From an optimization exercise on the open Yosys and OpenROAD flow, aimed at small area, a short achievable clock period and few clock cycles per item; shortcuts taken in it are not production practice. RTL that was checked went through simulation tests only; none was proved equivalent to the original.

## oak
// hijri_date_from_day_number
module hijri_date_from_day_number (
  input  logic                clk,
  input  logic                rst,
  input  logic                cfg_valid,
  output logic                cfg_ready,
  input  logic [21:0]     epoch_day_number,
  input  logic                in_valid,
  output logic                in_stall,
  input  logic [21:0]     julian_day_number,
  output logic                out_valid,
  input  logic                out_stall,
  output logic [4:0]    hijri_day,
  output logic [3:0]  hijri_month,
  output logic [13:0]   hijri_year,
  output logic                leap_year_flag,
  output logic                status_code
);
  localparam logic [21:0] EPOCH_RESET = 22'd1948440;
  function automatic logic is_leap(input int cyc);
    case (cyc)
      2, 5, 7, 10, 13, 16, 18, 21, 24, 26, 29: is_leap = 1'b1;
      default: is_leap = 1'b0;
    endcase
  endfunction
  logic adv;
  assign adv       = !(out_valid && out_stall);
  assign in_stall  = !adv;
  assign cfg_ready = 1'b1;
  logic [21:0] epoch;
  always_ff @(posedge clk) begin
    if (rst)            epoch <= EPOCH_RESET;
    else if (cfg_valid) epoch <= epoch_day_number;
  end
  logic [21:0] diff;
  logic        nb;
  hijri_sub u_sub (.j(julian_day_number), .e(epoch), .d(diff), .nb(nb));
  logic        s1_valid, s1_err;
  logic [21:0] s1_d;
  always_ff @(posedge clk) begin
    if (rst)      s1_valid <= 1'b0;
    else if (adv) s1_valid <= in_valid;
  end
  always_ff @(posedge clk) begin
    if (adv) begin
      s1_err <= !nb;
      s1_d   <= diff;
    end
  end
  logic [13:0] qe;
  hijri_est u_est (.x(s1_d[21:8]), .q(qe));
  logic        s2_valid, s2_err;
  logic [9:0]  s2_d;
  logic [13:0] s2_q;
  always_ff @(posedge clk) begin
    if (rst)      s2_valid <= 1'b0;
    else if (adv) s2_valid <= s1_valid;
  end
  always_ff @(posedge clk) begin
    if (adv) begin
      s2_err <= s1_err;
      s2_d   <= s1_d[9:0];
      s2_q   <= qe;
    end
  end
  ...
Size: roughly 1200 cells after synthesis, roughly 170 flip-flops, about 77 I/O pins, roughly 13000 sq um of cells after synthesis.
clock: 7.5 ns
lec_check: 0
cap_margin: 20
core_margin: 2
core_utilization: 40
slew_margin: 20
run.sh (not shown) runs the stock make flow with config.mk's settings and CLKGATE_MAP_FILE= SYNTH_SCRIPT=/design/flow/synth_recipe.tcl, a recipe that flattens the netlist after the stock synthesis.
Modified inputs, pine compared to oak
Settings: SETUP_SLACK_MARGIN now 3.5, previously not set.
==> comparison <==
The first-pass GRT wire length number comes out higher for pine vs oak.
Summary of pine over oak: non-clock buffer count higher, share of final layout cell area taken by clock buffers and inverters saw a decrease.
Total met3 wirelength after detailed routing (pine vs. oak) increases by more than a quarter
Looking at layout buffering overhead excluding clock cells, pine sits above oak.
Lower number of post-CTS setup repair buffers among pine and oak: oak
Horizontal extent of the die came out exactly the same in pine and oak.
No run of this note included a check of the RTL's function; only the layout flow was run.

---

hijri_date_from_day_number, a different RTL version from the one above (not shown whole).
Size: about 170 flip-flops, ~77 I/O pins.
Design hijri_date_from_day_number, start of the top module:
module hijri_date_from_day_number (
  input  logic                clk,
  input  logic                rst,
  input  logic                cfg_valid,
  output logic                cfg_ready,
  input  logic [21:0]     epoch_day_number,
  input  logic                in_valid,
  output logic                in_stall,
  input  logic [21:0]     julian_day_number,
  output logic                out_valid,
  input  logic                out_stall,
  output logic [4:0]    hijri_day,
  output logic [3:0]  hijri_month,
  output logic [13:0]   hijri_year,
  output logic                leap_year_flag,
  output logic                status_code
);
  localparam logic [21:0] EPOCH_RESET = 22'd1948440;
  function automatic logic is_leap(input int cyc);
    case (cyc)
      2, 5, 7, 10, 13, 16, 18, 21, 24, 26, 29: is_leap = 1'b1;
      default: is_leap = 1'b0;
    endcase
  endfunction
  logic adv;
  assign adv       = !(out_valid && out_stall);
  assign in_stall  = !adv;
  assign cfg_ready = 1'b1;
  logic [21:0] epoch;
  always_ff @(posedge clk) begin
    if (rst)            epoch <= EPOCH_RESET;
    else if (cfg_valid) epoch <= epoch_day_number;
  end
  logic [21:0] diff;
  logic        nb;
  hijri_sub u_sub (.j(julian_day_number), .e(epoch), .d(diff), .nb(nb));
  logic        s1_valid, s1_err;
  logic [21:0] s1_d;
  always_ff @(posedge clk) begin
    if (rst)      s1_valid <= 1'b0;
    else if (adv) s1_valid <= in_valid;
  end
  always_ff @(posedge clk) begin
    if (adv) begin
      s1_err <= !nb;
      s1_d   <= diff;
    end
  end
  logic [13:0] qe;
  hijri_est u_est (.x(s1_d[21:7]), .q(qe));
  logic        s2_valid, s2_err;
  logic [9:0]  s2_d;
  logic [13:0] s2_q;
  always_ff @(posedge clk) begin
    if (rst)      s2_valid <= 1'b0;
    else if (adv) s2_valid <= s1_valid;
  end
  ...
==> flow/config.mk <==
export PLATFORM = sky130hd
export DESIGN_NAME = hijri_date_from_day_number
export DESIGN_NICKNAME = hijri_date_from_day_number
export VERILOG_FILES = /design/flow/design.v
export SDC_FILE = /design/flow/constraint.sdc
export NUM_CORES = 4
export LEC_CHECK = 0
export CAP_MARGIN = 20
export CORE_MARGIN = 2
export CORE_UTILIZATION = 55
export CTS_BUF_LIST = sky130_fd_sc_hd__clkbuf_4 sky130_fd_sc_hd__clkbuf_8
export SETUP_SLACK_MARGIN = 3.5
export SLEW_MARGIN = 20
==> flow/constraint.sdc <==
create_clock -name core_clock -period 7.5 [get_ports {clk}]
set_input_delay 1.5000 -clock core_clock [delete_from_list [all_inputs] [get_ports {clk}]]
set_output_delay 1.5000 -clock core_clock [all_outputs]
set_load 0.01 [all_outputs]
standard.sh (not shown) runs the stock make flow with config.mk's settings and CLKGATE_MAP_FILE= SYNTH_SCRIPT=/design/flow/synth_recipe.tcl, a recipe that flattens the netlist after the stock synthesis.
==> flow/flow/run.sh <==
#!/bin/bash
# Standard layout, with every port buffered by a buf_1 instead of the default
# buffer cell. Each tool's output goes to a log file in this folder.
set -e
cp standard.sh standard_sh.txt
export BUFFER_PORTS_ARGS="-buffer_cell sky130_fd_sc_hd__buf_1"
bash standard.sh > standard.log 2>&1
The first run passed the timing, design-rule and antenna checks.
Testbench counts at the start, summed over its fixed seeds: cycles 16,040, items 16,000.
==> next run, changes <==
Settings changed: CORE_UTILIZATION 55 to 40, SETUP_SLACK_MARGIN 3.5 to 3.0.
Effect: Global-route usage went down by 6.6 points. Utilization went down by 19 points. Cell area went down by 2.4%. Sequential cell count does not change. Die area went up by 36%. Clock skew went down by 7.7 ps. Worst setup slack loses 320 ps. Synthesized cell count does not change.
==> next run, changes <==
Settings changed: SETUP_SLACK_MARGIN 3.0 to 3.5.
Result: The changed run produced a clean layout; worst setup slack gets better by 340 ps; area after synthesis does not change; die area is unchanged; maximum frequency went up by 8.8%; clock-buffer cell count increases by 1; via count grows by 3.3%.

---

hijri_date_from_day_number, a different RTL version from the one above (not shown whole).
Size: roughly 170 flip-flops, about 77 I/O pins, ~13000 sq um of cells after synthesis.
Settings: LEC_CHECK=0, CAP_MARGIN=20, CORE_MARGIN=2, CORE_UTILIZATION=60, CTS_BUF_LIST=sky130_fd_sc_hd__clkbuf_4 sky130_fd_sc_hd__clkbuf_8, SETUP_SLACK_MARGIN=3.0, SLEW_MARGIN=20; clock period 7.5 ns.
Scripts as last shown in full above: flow/flow/run.sh
The baseline ran to the end with no violations.
Testbench counts at the start, summed over its fixed seeds: cycles 16,040, items 16,000.
==> next run, changes <==
Settings changed: CORE_UTILIZATION 60 to 40.
Result: The changed run finished with timing, DRC and antenna clean. Die area is higher by well over a third. Setup slack degrades by 0.023 ns. Core utilization is lower by 22 points. Global-route usage shrinks by 6.8 points. Cell count grows by roughly a tenth. Worst hold slack degrades by 0.010 ns. Cell area increases slightly. Sequential share of layout area is lower by 0.32 points.
==> next run, changes <==
==> flow/flow/run.sh (replaced) <==
#!/bin/bash
# Standard layout, except: every port is buffered by a buf_1 instead of the
# default buffer cell, and Yosys's synth runs with -noabc, so that its quick
# ABC pass does not reshape the generated adder trees before the full and half
# adders are extracted (the registers are the same as the standard synthesis's).
# Each tool's output goes to a log file in this folder.
set -e
cp standard.sh standard_sh.txt
export BUFFER_PORTS_ARGS="-buffer_cell sky130_fd_sc_hd__buf_1"
export SYNTH_ARGS="-noabc"
bash standard.sh > standard.log 2>&1
Design area stays flat. Global-route usage is higher by 0.37 points. Critical path depth is lower by 5. Final cell count is about the same. Via count is lower by 0.86%. Wire length is lower by 2.7%. Worst hold slack improved by 0.014 ns. Maximum frequency is lower by 0.61%. Setup slack got worse by 0.027 ns.

---

== job 101 ==
Another version of the RTL of hijri_date_from_day_number (not shown whole).
For scale: ~1200 cells after synthesis, ~77 I/O pins.
clock: 7.5 ns
lec_check: 0
cap_margin: 20
core_margin: 2
core_utilization: 40
setup_slack_margin: 3.0
slew_margin: 20
==> flow/flow/run.sh <==
#!/bin/bash
# Standard layout, with every port buffered by a buf_1 instead of the default
# buffer cell. Each tool's output goes to a log file in this folder.
set -e
cp standard.sh standard_sh.txt
export BUFFER_PORTS_ARGS="-buffer_cell sky130_fd_sc_hd__buf_1"
bash standard.sh > standard.log 2>&1
Testbench counts of job 101, summed over its fixed seeds: cycles 16,040, items 16,000.
For job 102, these inputs were changed with respect to job 101:
==> flow/run.sh (new file) <==
#!/bin/bash
# synth_recipe.tcl (not shown) runs the flow's synth.tcl, then flattens the netlist and writes it again
# the make line also repeats each setting of config.mk as NAME=value (left out here)
make -C /OpenROAD-flow-scripts/flow DESIGN_CONFIG=/design/flow/config.mk WORK_HOME=/design/flow/orfs CLKGATE_MAP_FILE= SYNTH_SCRIPT=/design/flow/synth_recipe.tcl finish
removed: flow/flow/run.sh
removed: flow/standard.sh
- Job 101: flow completed, timing, DRC and antenna clean
- Job 102: all stages complete, timing, DRC and antenna checks passed
- Taking job 101 as the reference point, the largest fanout on the critical path of job 102 falls by 1.
- Going from job 101 to job 102, global-route usage picked up an extra 0.38 points; final area went up by about 3.4%.
Setup changes, job 102 to job 103
diff --git a/flow/config.mk b/flow/config.mk
--- a/flow/config.mk
+++ b/flow/config.mk
@@ -9,4 +9,3 @@
 export CORE_MARGIN = 2
 export CORE_UTILIZATION = 40
-export SETUP_SLACK_MARGIN = 3.0
 export SLEW_MARGIN = 20
Findings:
- Mean routed wirelength per cell (job 103 vs. job 102) decreases slightly
### job 103 -> job 104
==> flow/flow/run.sh (new file) <==
#!/bin/bash
# Standard layout, with every port buffered by a buf_1 instead of the default
# buffer cell. Each tool's output goes to a log file in this folder.
set -e
cp standard.sh standard_sh.txt
export BUFFER_PORTS_ARGS="-buffer_cell sky130_fd_sc_hd__buf_1"
bash standard.sh > standard.log 2>&1
==> flow/standard.sh (new file) <==
#!/bin/bash
# synth_recipe.tcl (not shown) runs the flow's synth.tcl, then flattens the netlist and writes it again
# the make line also repeats each setting of config.mk as NAME=value (left out here)
make -C /OpenROAD-flow-scripts/flow DESIGN_CONFIG=/design/flow/config.mk WORK_HOME=/design/flow/orfs CLKGATE_MAP_FILE= SYNTH_SCRIPT=/design/flow/synth_recipe.tcl "${@:-finish}"
diff --git a/flow/config.mk b/flow/config.mk
--- a/flow/config.mk
+++ b/flow/config.mk
@@ -9,3 +9,5 @@
 export CORE_MARGIN = 2
 export CORE_UTILIZATION = 40
+export CTS_BUF_LIST = sky130_fd_sc_hd__clkbuf_4 sky130_fd_sc_hd__clkbuf_8
+export SETUP_SLACK_MARGIN = 4.0
 export SLEW_MARGIN = 20
removed: flow/run.sh
--- outcome ---
Job 104 ended up with a lower critical path data arrival time than job 103 did. Job 103 → job 104: final critical-path setup slack picked up an extra 970 ps; total met2 wirelength after detailed routing picked up an extra 1900 um.
The following lists how job 105 was set up differently from job 104:
diff --git a/flow/config.mk b/flow/config.mk
--- a/flow/config.mk
+++ b/flow/config.mk
@@ -10,4 +10,4 @@
 export CORE_UTILIZATION = 40
 export CTS_BUF_LIST = sky130_fd_sc_hd__clkbuf_4 sky130_fd_sc_hd__clkbuf_8
-export SETUP_SLACK_MARGIN = 4.0
+export SETUP_SLACK_MARGIN = 3.5
 export SLEW_MARGIN = 20
[summary]
Compare job 104 and job 105 | time the worst path needs with I/O delays and setup higher: job 104
Going from job 104 to job 105, wire length of the first global-routing pass moved down; number of pins exceeding their max-slew limit in the final report essentially unchanged.
Across both runs, hold slack was higher for job 105 than for job 104.
Utilization job 104 -> job 105: down
Job 105 vs. job 104: wire length lower, number of global-route vias before repair saw a decrease.
The faster design of the two is job 105; job 104 tops out lower.
Compare job 104 and job 105 | clock tree buffer count of the final layout lower: job 104
Data required time at the worst endpoint essentially unchanged between job 104 and job 105.

## afterwards: timing with drivers on the ports
Ports are ideal in the flow. The routed layouts listed here were re-timed in OpenROAD.
Step 1 assumes that a clkbuf_16 drives the clock port and a buf_2 every other input.
Step 2 moves the port delays by t, midway between the first and last clock arrival at a register: inputs arrive t later, outputs are due t later. That takes back most of the time a late clock gives input paths.
a / b / c = ideal ports / drivers / drivers and shift; a / b = the first two.
run | shift t [ns] | setup slack, ns | worst setup path at the end | clock arrival spread, ns | worst data-port slew with drivers (ns)
oak | 0.476 | 0.901 / 0.901 / 0.901 | register to register | 0.015 / 0.016 | 0.04
pine | 0.475 | 1.961 / 1.961 / 1.961 | register to register | 0.015 / 0.015 | 0.04
the first run of note 2 | 0.504 | 3.595 / 3.576 / 3.313 | input to register | 0.025 / 0.025 | 0.03
the second run of note 2 | 0.497 | 3.279 / 3.279 / 3.230 | input to register | 0.013 / 0.014 | 0.04
the third run of note 2 | 0.505 | 3.620 / 3.615 / 3.253 | input to register | 0.018 / 0.018 | 0.03
the first run of note 3 | 0.507 | 3.234 / 3.234 / 3.234 | register to register | 0.024 / 0.024 | 0.04
the second run of note 3 | 0.508 | 3.212 / 3.212 / 3.212 | register to register | 0.015 / 0.016 | 0.04
the third run of note 3 | 0.510 | 3.185 / 3.185 / 3.143 | input to register | 0.016 / 0.016 | 0.05
job 101 | 0.476 | 3.177 / 3.177 / 3.177 | register to register | 0.012 / 0.012 | 0.04
job 102 | 0.473 | 3.161 / 3.161 / 3.057 | input to register | 0.010 / 0.009 | 0.04
job 103 | 0.478 | 2.238 / 2.238 / 2.238 | register to register | 0.010 / 0.010 | 0.04
job 104 | 0.508 | 3.206 / 3.206 / 3.206 | register to register | 0.019 / 0.020 | 0.08
job 105 | 0.512 | 3.228 / 3.228 / 3.228 | register to register | 0.020 / 0.021 | 0.05
After both steps every run listed still meets setup and hold. For the third run of note 2, which loses most, drivers alone change the setup slack by -0.005 ns; drivers and shift together by -0.367 ns.
